What follows belongs to an exercise in optimizing a design on an open flow for small area and a short achievable clock period; a production flow would make more cautious choices.
Power figures rest on the tool's default switching activity, not on a simulated workload.

== run 1 ==
==> flow/design.v <==
module sram_aoi222 (
    input  logic a1, a2, b1, b2, c1, c2,
    output logic y
);
    assign y = !((a1 && a2) || (b1 && b2) || (c1 && c2));
endmodule
module sram_aoi22 (
    input  logic a1, a2, b1, b2,
    output logic y
);
    assign y = !((a1 && a2) || (b1 && b2));
endmodule
module sram_andn #(
    parameter int N = 11
) (
    input  logic [N-1:0] t,
    output logic         y_n
);
    assign y_n = &t;
endmodule
module sram_rdec #(
    parameter int AW = 5
) (
    input  logic             rv,
    input  logic             rdy,
    input  logic [AW-1:0]    addr,
    output logic [2**AW-1:0] rsel
);
    localparam int LO = AW / 2;
    localparam int HI = AW - LO;
    logic             ld;
    logic [2**LO-1:0] r_lo;
    logic [2**HI-1:0] r_hi;
    assign ld = !rv || rdy;
    always_comb begin
        for (int j = 0; j < 2**LO; j++) r_lo[j] = (addr[LO-1:0] == LO'(j));
        for (int k = 0; k < 2**HI; k++) r_hi[k] = ld && (addr[AW-1:LO] == HI'(k));
        for (int w = 0; w < 2**AW; w++) rsel[w] = r_lo[w % 2**LO] && r_hi[w / 2**LO];
    end
endmodule
module sram_lane (
    input  logic word_n,
    input  logic byte_n,
    output logic en
);
    assign en = !(word_n || byte_n);
endmodule
module sram_rdbit #(
    parameter int N = 32
) (
    input  logic [N-1:0] sel,
    input  logic [N-1:0] d,
    input  logic         ld_n,
    input  logic         hold_n,
    output logic         y_n
);
    localparam int NG = (N + 1) / 3;
    logic [N:0]    s_all;
    logic [N:0]    d_all;
    logic [NG-1:0] t;
    assign s_all = {ld_n, sel};
    assign d_all = {!hold_n, d};
    if (3*NG != N + 1) begin : g_bad
        $error("sram_rdbit: N + 1 must be a multiple of 3");
    end
    for (genvar g = 0; g < NG; g++) begin : g_aoi
        sram_aoi222 u_aoi (
            .a1(s_all[3*g]),   .a2(d_all[3*g]),
            .b1(s_all[3*g+1]), .b2(d_all[3*g+1]),
            .c1(s_all[3*g+2]), .c2(d_all[3*g+2]),
            .y(t[g])
        );
    end
    sram_andn #(.N(NG)) u_or (.t(t), .y_n(y_n));
endmodule
module sram_bank #(
    parameter int ADDR_WIDTH = 5,
    parameter int DATA_WIDTH = 64
) (
    input  logic                    clk,
    input  logic                    rst_n,
    input  logic                    req_valid,
    output logic                    req_ready,
    input  logic                    req_we,
    input  logic [ADDR_WIDTH-1:0]   req_addr,
    input  logic [DATA_WIDTH-1:0]   req_wdata,
    input  logic [DATA_WIDTH/8-1:0] req_be,
    output logic                    rsp_valid,
    input  logic                    rsp_ready,
    output logic [DATA_WIDTH-1:0]   rsp_rdata,
    output logic                    init_busy
);
    localparam int DEPTH = 2 ** ADDR_WIDTH;
    localparam int NB    = DATA_WIDTH / 8;
    localparam int LO    = ADDR_WIDTH / 2;          
    localparam int HI    = ADDR_WIDTH - LO;
    logic [DATA_WIDTH-1:0] mem_q [DEPTH];
    logic                  done_q;
    logic                  done_o_q;
    logic                  done_r_q;
    logic [ADDR_WIDTH-1:0] init_cnt;
    logic                  last_cnt;
    assign last_cnt = &init_cnt;
    always_ff @(posedge clk or negedge rst_n) begin
        if (!rst_n) begin
            done_q   <= 1'b0;
            done_o_q <= 1'b0;
            done_r_q <= 1'b0;
            init_cnt <= '0;
        end else begin
            done_q   <= done_q   || last_cnt;
            done_o_q <= done_o_q || last_cnt;
            done_r_q <= done_r_q || last_cnt;
            if (!done_q) init_cnt <= init_cnt + 1'b1;
        end
    end
    logic rv_q;
    logic rv_r_q;
    assign init_busy = rst_n && !done_o_q;
    assign req_ready = done_r_q && (!rv_r_q || rsp_ready);
    logic rsp_ld;        
    logic acc;           
    assign rsp_ld = !rv_q || rsp_ready;
    assign acc    = req_valid && rsp_ld;
    logic [ADDR_WIDTH-1:0] w_addr;
    logic [NB-1:0]         w_byte_n;
    logic [DATA_WIDTH-1:0] w_data;
    logic [2**LO-1:0]      w_lo;
    logic [2**HI-1:0]      w_hi;
    logic [DEPTH-1:0]      w_word_n;
    assign w_addr   = done_q ? req_addr : init_cnt;
    assign w_byte_n = done_q ? ~(req_be & {NB{acc && req_we}}) : '0;
    assign w_data   = done_q ? req_wdata : '0;
    always_comb begin
        for (int j = 0; j < 2**LO; j++) w_lo[j] = (w_addr[LO-1:0] == LO'(j));
        for (int k = 0; k < 2**HI; k++) w_hi[k] = (w_addr[ADDR_WIDTH-1:LO] == HI'(k));
        for (int w = 0; w < DEPTH; w++) w_word_n[w] = !(w_lo[w % 2**LO] && w_hi[w / 2**LO]);
    end
    for (genvar w = 0; w < DEPTH; w++) begin : g_word
        for (genvar b = 0; b < NB; b++) begin : g_byte
            logic lane_en;
            sram_lane u_lane (.word_n(w_word_n[w]), .byte_n(w_byte_n[b]), .en(lane_en));
            always_ff @(posedge clk) begin
                if (lane_en) begin
                    mem_q[w][8*b +: 8] <= w_data[8*b +: 8];
                end
            end
        end
    end
    localparam int NH = 2;                   
    localparam int BH = DATA_WIDTH / NH;     
    logic                  rd_accept;
    logic [DEPTH-1:0]      rsel [NH];
    logic                  rsp_ld_n;
    logic [DATA_WIDTH-1:0] rword_n;
    logic [DATA_WIDTH-1:0] rdata_n_q;
    assign rd_accept = done_q && acc && !req_we;
    assign rsp_ld_n  = !rsp_ld;
    for (genvar h = 0; h < NH; h++) begin : g_rdec
        sram_rdec #(.AW(ADDR_WIDTH)) u_rdec (
            .rv(rv_q), .rdy(rsp_ready), .addr(req_addr), .rsel(rsel[h])
        );
    end
    for (genvar i = 0; i < DATA_WIDTH; i++) begin : g_rd
        logic [DEPTH-1:0] col;
        for (genvar w = 0; w < DEPTH; w++) begin : g_col
            assign col[w] = mem_q[w][i];
        end
        sram_rdbit #(.N(DEPTH)) u_rd (
            .sel(rsel[i / BH]), .d(col), .ld_n(rsp_ld_n), .hold_n(rdata_n_q[i]),
            .y_n(rword_n[i])
        );
    end
    always_ff @(posedge clk or negedge rst_n) begin
        if (!rst_n) begin
            rsp_valid <= 1'b0;
            rv_q      <= 1'b0;
            rv_r_q    <= 1'b0;
        end else begin
            if (!rsp_valid || rsp_ready) rsp_valid <= rd_accept;
            if (!rv_q      || rsp_ready) rv_q      <= rd_accept;
            if (!rv_r_q    || rsp_ready) rv_r_q    <= rd_accept;
        end
    end
    always_ff @(posedge clk) begin
        rdata_n_q <= rword_n;
    end
    assign rsp_rdata = ~rdata_n_q;
endmodule
clock: 5.0 ns
lec_check: 0
cap_margin: 20
core_margin: 2
core_utilization: 60
setup_slack_margin: 2.6
slew_margin: 20
synth_hierarchical: 1
synth_minimum_keep_size: 0
standard.sh (not shown) runs the stock make flow with config.mk's settings and CLKGATE_MAP_FILE= SYNTH_SCRIPT=/design/flow/synth_recipe.tcl, a recipe that flattens the netlist after the stock synthesis.
==> flow/flow/run.sh <==
#!/bin/bash
# Standard ORFS layout (the standard.sh) with three changes:
#  - port buffers are sky130_fd_sc_hd__buf_2 cells,
#  - the resizer may swap a cell for one of another footprint,
#  - CTS clusters up to 25 sinks within 80 um and inserts no dummy loads.
# make's full output goes to flow_make.log here; ORFS's per-step logs stay
# under orfs/logs/.
set -euo pipefail
bash standard.sh \
  MATCH_CELL_FOOTPRINT=0 \
  "BUFFER_PORTS_ARGS=-buffer_cell sky130_fd_sc_hd__buf_2" \
  "CTS_ARGS=-sink_clustering_enable -repair_clock_nets -dont_use_dummy_load -sink_clustering_size 25 -sink_clustering_max_diameter 80" \
  finish > flow_make.log 2>&1
#### Input delta (run 2 over run 1)
--- a/flow/design.v
+++ b/flow/design.v
@@ -15,30 +15,40 @@
 ) (
     input  logic [N-1:0] t,
     output logic         y_n
 );
     assign y_n = &t;
 endmodule
+module sram_o21a (
+    input  logic a1, a2, b1,
+    output logic y
+);
+    assign y = (a1 || a2) && b1;
+endmodule
 module sram_rdec #(
     parameter int AW = 5
 ) (
-    input  logic             rv,
-    input  logic             rdy,
-    input  logic [AW-1:0]    addr,
-    output logic [2**AW-1:0] rsel
+    input  logic            rv,
+    input  logic            rdy,
+    input  logic [AW-1:0]   addr,
+    output logic [2**AW-1:0] rsel,
+    output logic            ld_n
 );
     localparam int LO = AW / 2;
     localparam int HI = AW - LO;
     logic             ld;
-    logic [2**LO-1:0] r_lo;
-    logic [2**HI-1:0] r_hi;
-    assign ld = !rv || rdy;
+    logic [2**LO-1:0] r_lo_n;
+    logic [2**HI-1:0] r_hi_n;
+    assign ld   = !rv || rdy;
+    assign ld_n = rv && !rdy;
     always_comb begin
-        for (int j = 0; j < 2**LO; j++) r_lo[j] = (addr[LO-1:0] == LO'(j));
-        for (int k = 0; k < 2**HI; k++) r_hi[k] = ld && (addr[AW-1:LO] == HI'(k));
-        for (int w = 0; w < 2**AW; w++) rsel[w] = r_lo[w % 2**LO] && r_hi[w / 2**LO];
+        for (int j = 0; j < 2**LO; j++) r_lo_n[j] = !(addr[LO-1:0] == LO'(j));
+        for (int k = 0; k < 2**HI; k++) r_hi_n[k] = !(ld && (addr[AW-1:LO] == HI'(k)));
+    end
+    for (genvar w = 0; w < 2**AW; w++) begin : g_sel
+        sram_lane u_sel (.word_n(r_lo_n[w % 2**LO]), .byte_n(r_hi_n[w / 2**LO]), .en(rsel[w]));
     end
 endmodule
 module sram_lane (
     input  logic word_n,
     input  logic byte_n,
     output logic en
@@ -95,45 +105,53 @@
     localparam int LO    = ADDR_WIDTH / 2;          
     localparam int HI    = ADDR_WIDTH - LO;
     logic [DATA_WIDTH-1:0] mem_q [DEPTH];
     logic                  done_q;
     logic                  done_o_q;
     logic                  done_r_q;
+    logic                  done_w_q;
+    logic                  done_d_q;
     logic [ADDR_WIDTH-1:0] init_cnt;
     logic                  last_cnt;
     assign last_cnt = &init_cnt;
     always_ff @(posedge clk or negedge rst_n) begin
         if (!rst_n) begin
             done_q   <= 1'b0;
             done_o_q <= 1'b0;
             done_r_q <= 1'b0;
+            done_w_q <= 1'b0;
+            done_d_q <= 1'b0;
             init_cnt <= '0;
         end else begin
             done_q   <= done_q   || last_cnt;
             done_o_q <= done_o_q || last_cnt;
             done_r_q <= done_r_q || last_cnt;
+            done_w_q <= done_w_q || last_cnt;
+            done_d_q <= done_d_q || last_cnt;
             if (!done_q) init_cnt <= init_cnt + 1'b1;
         end
     end
     logic rv_q;
     logic rv_r_q;
     assign init_busy = rst_n && !done_o_q;
-    assign req_ready = done_r_q && (!rv_r_q || rsp_ready);
+    logic rv_r_n;
+    assign rv_r_n = !rv_r_q;
+    sram_o21a u_ready (.a1(rv_r_n), .a2(rsp_ready), .b1(done_r_q), .y(req_ready));
     logic rsp_ld;        
     logic acc;           
     assign rsp_ld = !rv_q || rsp_ready;
     assign acc    = req_valid && rsp_ld;
     logic [ADDR_WIDTH-1:0] w_addr;
     logic [NB-1:0]         w_byte_n;
     logic [DATA_WIDTH-1:0] w_data;
     logic [2**LO-1:0]      w_lo;
     logic [2**HI-1:0]      w_hi;
     logic [DEPTH-1:0]      w_word_n;
-    assign w_addr   = done_q ? req_addr : init_cnt;
-    assign w_byte_n = done_q ? ~(req_be & {NB{acc && req_we}}) : '0;
-    assign w_data   = done_q ? req_wdata : '0;
+    assign w_addr   = done_w_q ? req_addr : init_cnt;
+    assign w_byte_n = done_w_q ? ~(req_be & {NB{acc && req_we}}) : '0;
+    assign w_data   = done_d_q ? req_wdata : '0;
     always_comb begin
         for (int j = 0; j < 2**LO; j++) w_lo[j] = (w_addr[LO-1:0] == LO'(j));
         for (int k = 0; k < 2**HI; k++) w_hi[k] = (w_addr[ADDR_WIDTH-1:LO] == HI'(k));
         for (int w = 0; w < DEPTH; w++) w_word_n[w] = !(w_lo[w % 2**LO] && w_hi[w / 2**LO]);
     end
     for (genvar w = 0; w < DEPTH; w++) begin : g_word
@@ -148,29 +166,28 @@
         end
     end
     localparam int NH = 2;                   
     localparam int BH = DATA_WIDTH / NH;     
     logic                  rd_accept;
     logic [DEPTH-1:0]      rsel [NH];
-    logic                  rsp_ld_n;
+    logic [NH-1:0]         rsp_ld_n;
     logic [DATA_WIDTH-1:0] rword_n;
     logic [DATA_WIDTH-1:0] rdata_n_q;
     assign rd_accept = done_q && acc && !req_we;
-    assign rsp_ld_n  = !rsp_ld;
     for (genvar h = 0; h < NH; h++) begin : g_rdec
         sram_rdec #(.AW(ADDR_WIDTH)) u_rdec (
-            .rv(rv_q), .rdy(rsp_ready), .addr(req_addr), .rsel(rsel[h])
+            .rv(rv_q), .rdy(rsp_ready), .addr(req_addr), .rsel(rsel[h]), .ld_n(rsp_ld_n[h])
         );
     end
     for (genvar i = 0; i < DATA_WIDTH; i++) begin : g_rd
         logic [DEPTH-1:0] col;
         for (genvar w = 0; w < DEPTH; w++) begin : g_col
             assign col[w] = mem_q[w][i];
         end
         sram_rdbit #(.N(DEPTH)) u_rd (
-            .sel(rsel[i / BH]), .d(col), .ld_n(rsp_ld_n), .hold_n(rdata_n_q[i]),
+            .sel(rsel[i / BH]), .d(col), .ld_n(rsp_ld_n[i / BH]), .hold_n(rdata_n_q[i]),
             .y_n(rword_n[i])
         );
     end
     always_ff @(posedge clk or negedge rst_n) begin
         if (!rst_n) begin
             rsp_valid <= 1'b0;
Notes after the runs:
Going from run 1 to run 2, number of nets in the synthesized netlist picked up an extra 12, number of flip-flops and latches in the synthesized netlist neither gained nor lost much, design area lost 1.8%, total detailed-routing wirelength picked up an extra about 6%. Compared with run 1, run 2 shows synthesized area that has gone down slightly. Compared with run 1, in run 2 proportion of final cell area spent on non-clock buffers now sits lower, met3 usage in global routing now sits higher. Going from run 1 to run 2, placed cell area shrank slightly. Compared run 1 against run 2; flip-flop and latch area within noise. Slack of the critical path, run 2 and run 1: larger value in run 1. Run 1 vs run 2, critical path start-end classification: flip-flop to flip-flop vs input port to flip-flop. Internal power contribution across run 2 and run 1: no real change.
No run of this note included a check of the RTL's function; only the layout flow was run.

== the reference run ==
Another version of the RTL of sram_bank (not shown whole).
Size in the first run: ~3700 cells after synthesis, about 2100 flip-flops, roughly 150 I/O pins, ~75000 um2 of cells after synthesis.
==> module sram_bank, before the edit <==
module sram_bank #(
    parameter int ADDR_WIDTH = 5,
    parameter int DATA_WIDTH = 64
) (
    input  logic                    clk,
    input  logic                    rst_n,
    input  logic                    req_valid,
    output logic                    req_ready,
    input  logic                    req_we,
    input  logic [ADDR_WIDTH-1:0]   req_addr,
    input  logic [DATA_WIDTH-1:0]   req_wdata,
    input  logic [DATA_WIDTH/8-1:0] req_be,
    output logic                    rsp_valid,
    input  logic                    rsp_ready,
    output logic [DATA_WIDTH-1:0]   rsp_rdata,
    output logic                    init_busy
);
    localparam int DEPTH = 2 ** ADDR_WIDTH;
    localparam int NB    = DATA_WIDTH / 8;
    localparam int LO    = ADDR_WIDTH / 2;          
    localparam int HI    = ADDR_WIDTH - LO;
    logic [DATA_WIDTH-1:0] mem_q [DEPTH];
    logic                  done_q;
    logic                  done_o_q;
    logic                  done_r_q;
    logic [ADDR_WIDTH-1:0] init_cnt;
    logic                  last_cnt;
    assign last_cnt = &init_cnt;
    always_ff @(posedge clk or negedge rst_n) begin
        if (!rst_n) begin
            done_q   <= 1'b0;
            done_o_q <= 1'b0;
            done_r_q <= 1'b0;
            init_cnt <= '0;
        end else begin
            done_q   <= done_q   || last_cnt;
            done_o_q <= done_o_q || last_cnt;
            done_r_q <= done_r_q || last_cnt;
            if (!done_q) init_cnt <= init_cnt + 1'b1;
        end
    end
    logic rv_q;
    logic rv_r_q;
    assign init_busy = rst_n && !done_o_q;
    logic rv_r_n;
    assign rv_r_n = !rv_r_q;
    sram_o21a u_ready (.a1(rv_r_n), .a2(rsp_ready), .b1(done_r_q), .y(req_ready));
    logic rsp_ld;        
    logic acc;           
    assign rsp_ld = !rv_q || rsp_ready;
    assign acc    = req_valid && rsp_ld;
    logic [ADDR_WIDTH-1:0] w_addr;
    logic [NB-1:0]         w_byte_n;
    logic [DATA_WIDTH-1:0] w_data;
    logic [2**LO-1:0]      w_lo;
    logic [2**HI-1:0]      w_hi;
    logic [DEPTH-1:0]      w_word_n;
    assign w_addr   = done_q ? req_addr : init_cnt;
    assign w_byte_n = done_q ? ~(req_be & {NB{acc && req_we}}) : '0;
    assign w_data   = done_q ? req_wdata : '0;
    always_comb begin
        for (int j = 0; j < 2**LO; j++) w_lo[j] = (w_addr[LO-1:0] == LO'(j));
        for (int k = 0; k < 2**HI; k++) w_hi[k] = (w_addr[ADDR_WIDTH-1:LO] == HI'(k));
        for (int w = 0; w < DEPTH; w++) w_word_n[w] = !(w_lo[w % 2**LO] && w_hi[w / 2**LO]);
    end
    for (genvar w = 0; w < DEPTH; w++) begin : g_word
        for (genvar b = 0; b < NB; b++) begin : g_byte
            logic lane_en;
            sram_lane u_lane (.word_n(w_word_n[w]), .byte_n(w_byte_n[b]), .en(lane_en));
            always_ff @(posedge clk) begin
                if (lane_en) begin
                    mem_q[w][8*b +: 8] <= w_data[8*b +: 8];
                end
            end
        end
    end
    logic                  rd_accept;
    logic [2**LO-1:0]      r_lo;
    logic [2**HI-1:0]      r_hi;
    logic [DEPTH-1:0]      rsel;
    logic                  rsp_ld_n;
    logic [DATA_WIDTH-1:0] rword_n;
    logic [DATA_WIDTH-1:0] rdata_n_q;
    assign rd_accept = done_q && acc && !req_we;
    always_comb begin
        for (int j = 0; j < 2**LO; j++) r_lo[j] = (req_addr[LO-1:0] == LO'(j));
        for (int k = 0; k < 2**HI; k++) r_hi[k] = rsp_ld && (req_addr[ADDR_WIDTH-1:LO] == HI'(k));
        for (int w = 0; w < DEPTH; w++) rsel[w] = r_lo[w % 2**LO] && r_hi[w / 2**LO];
    end
    assign rsp_ld_n = !rsp_ld;
    for (genvar i = 0; i < DATA_WIDTH; i++) begin : g_rd
        logic [DEPTH-1:0] col;
        for (genvar w = 0; w < DEPTH; w++) begin : g_col
            assign col[w] = mem_q[w][i];
        end
        sram_rdbit #(.N(DEPTH)) u_rd (
            .sel(rsel), .d(col), .ld_n(rsp_ld_n), .hold_n(rdata_n_q[i]), .y_n(rword_n[i])
        );
    end
    always_ff @(posedge clk or negedge rst_n) begin
        if (!rst_n) begin
            rsp_valid <= 1'b0;
            rv_q      <= 1'b0;
            rv_r_q    <= 1'b0;
        end else begin
            if (!rsp_valid || rsp_ready) rsp_valid <= rd_accept;
            if (!rv_q      || rsp_ready) rv_q      <= rd_accept;
            if (!rv_r_q    || rsp_ready) rv_r_q    <= rd_accept;
        end
    end
    always_ff @(posedge clk) begin
        rdata_n_q <= rword_n;
    end
    assign rsp_rdata = ~rdata_n_q;
endmodule
Settings: LEC_CHECK=0, CAP_MARGIN=20, CORE_MARGIN=2, CORE_UTILIZATION=60, SETUP_SLACK_MARGIN=2.6, SLEW_MARGIN=20, SYNTH_HIERARCHICAL=1, SYNTH_MINIMUM_KEEP_SIZE=0; clock period 5.0 ns.
Scripts as last shown in full above: flow/flow/run.sh
## Diff of input files: the trial run against the reference run
--- a/flow/design.v
+++ b/flow/design.v
@@ -85,4 +85,6 @@
     logic                  done_o_q;
     logic                  done_r_q;
+    logic                  done_w_q;
+    logic                  done_d_q;
     logic [ADDR_WIDTH-1:0] init_cnt;
     logic                  last_cnt;
@@ -93,4 +95,6 @@
             done_o_q <= 1'b0;
             done_r_q <= 1'b0;
+            done_w_q <= 1'b0;
+            done_d_q <= 1'b0;
             init_cnt <= '0;
         end else begin
@@ -98,4 +102,6 @@
             done_o_q <= done_o_q || last_cnt;
             done_r_q <= done_r_q || last_cnt;
+            done_w_q <= done_w_q || last_cnt;
+            done_d_q <= done_d_q || last_cnt;
             if (!done_q) init_cnt <= init_cnt + 1'b1;
         end
@@ -117,7 +123,7 @@
     logic [2**HI-1:0]      w_hi;
     logic [DEPTH-1:0]      w_word_n;
-    assign w_addr   = done_q ? req_addr : init_cnt;
-    assign w_byte_n = done_q ? ~(req_be & {NB{acc && req_we}}) : '0;
-    assign w_data   = done_q ? req_wdata : '0;
+    assign w_addr   = done_w_q ? req_addr : init_cnt;
+    assign w_byte_n = done_w_q ? ~(req_be & {NB{acc && req_we}}) : '0;
+    assign w_data   = done_d_q ? req_wdata : '0;
     always_comb begin
         for (int j = 0; j < 2**LO; j++) w_lo[j] = (w_addr[LO-1:0] == LO'(j));
[summary]
Global-route met1 utilization in the trial run is 1.4 points higher than in the reference run. The trial run ends up with higher placer's final routability congestion estimate than the reference run does. | number of clock sinks | the trial run vs the reference run | ≈ equal |. The via count in the trial run was higher than what the reference run gave. Changes observed in the trial run relative to the reference run: first-pass GRT wire length increased by about 5% relative to the old numbers; synthesized area closely matched the old numbers; largest voltage drop on the vdd net increased by 0.0050 mV relative to the old numbers; sequential fraction of total cell area decreased by 0.28 points relative to the old numbers.
Function was not checked in any run of this note: the RTL went through the layout flow alone.

## port drivers added, routing unchanged
Ports are ideal in the flow. The routed layouts listed here were re-timed in OpenROAD.
Step 1 sets driving cells, clkbuf_16 on the clock port and buf_2 on the other inputs (assumed; they add their load-dependent delay and slew).
Step 2 adds t to the input delays and takes it off the output delays; t is the mean of the earliest and latest rising clock arrival at the registers after step 1. Input paths then give back, and output paths get back, about the clock's delay inside the block.
Three values: ideal ports, drivers, drivers and shift; two values: the first two.
| run | shift t [ns] | slack for setup (ns) | worst register clock-pin slew, ns |
|---|---|---|---|
| run 1 | 0.791 | 2.380 / 2.380 / 1.622 | 0.10 / 0.10 |
| run 2 | 0.778 | 1.745 / 1.775 / 1.006 | 0.10 / 0.10 |
| the reference run | 0.749 | 2.408 / 2.413 / 1.680 | 0.10 / 0.10 |
| the trial run | 0.779 | 2.298 / 2.214 / 1.435 | 0.10 / 0.10 |
After both steps setup and hold are still met in every run listed. The setup slack of the trial run, which loses most, moves by -0.084 ns with the drivers and by -0.863 ns with both steps.
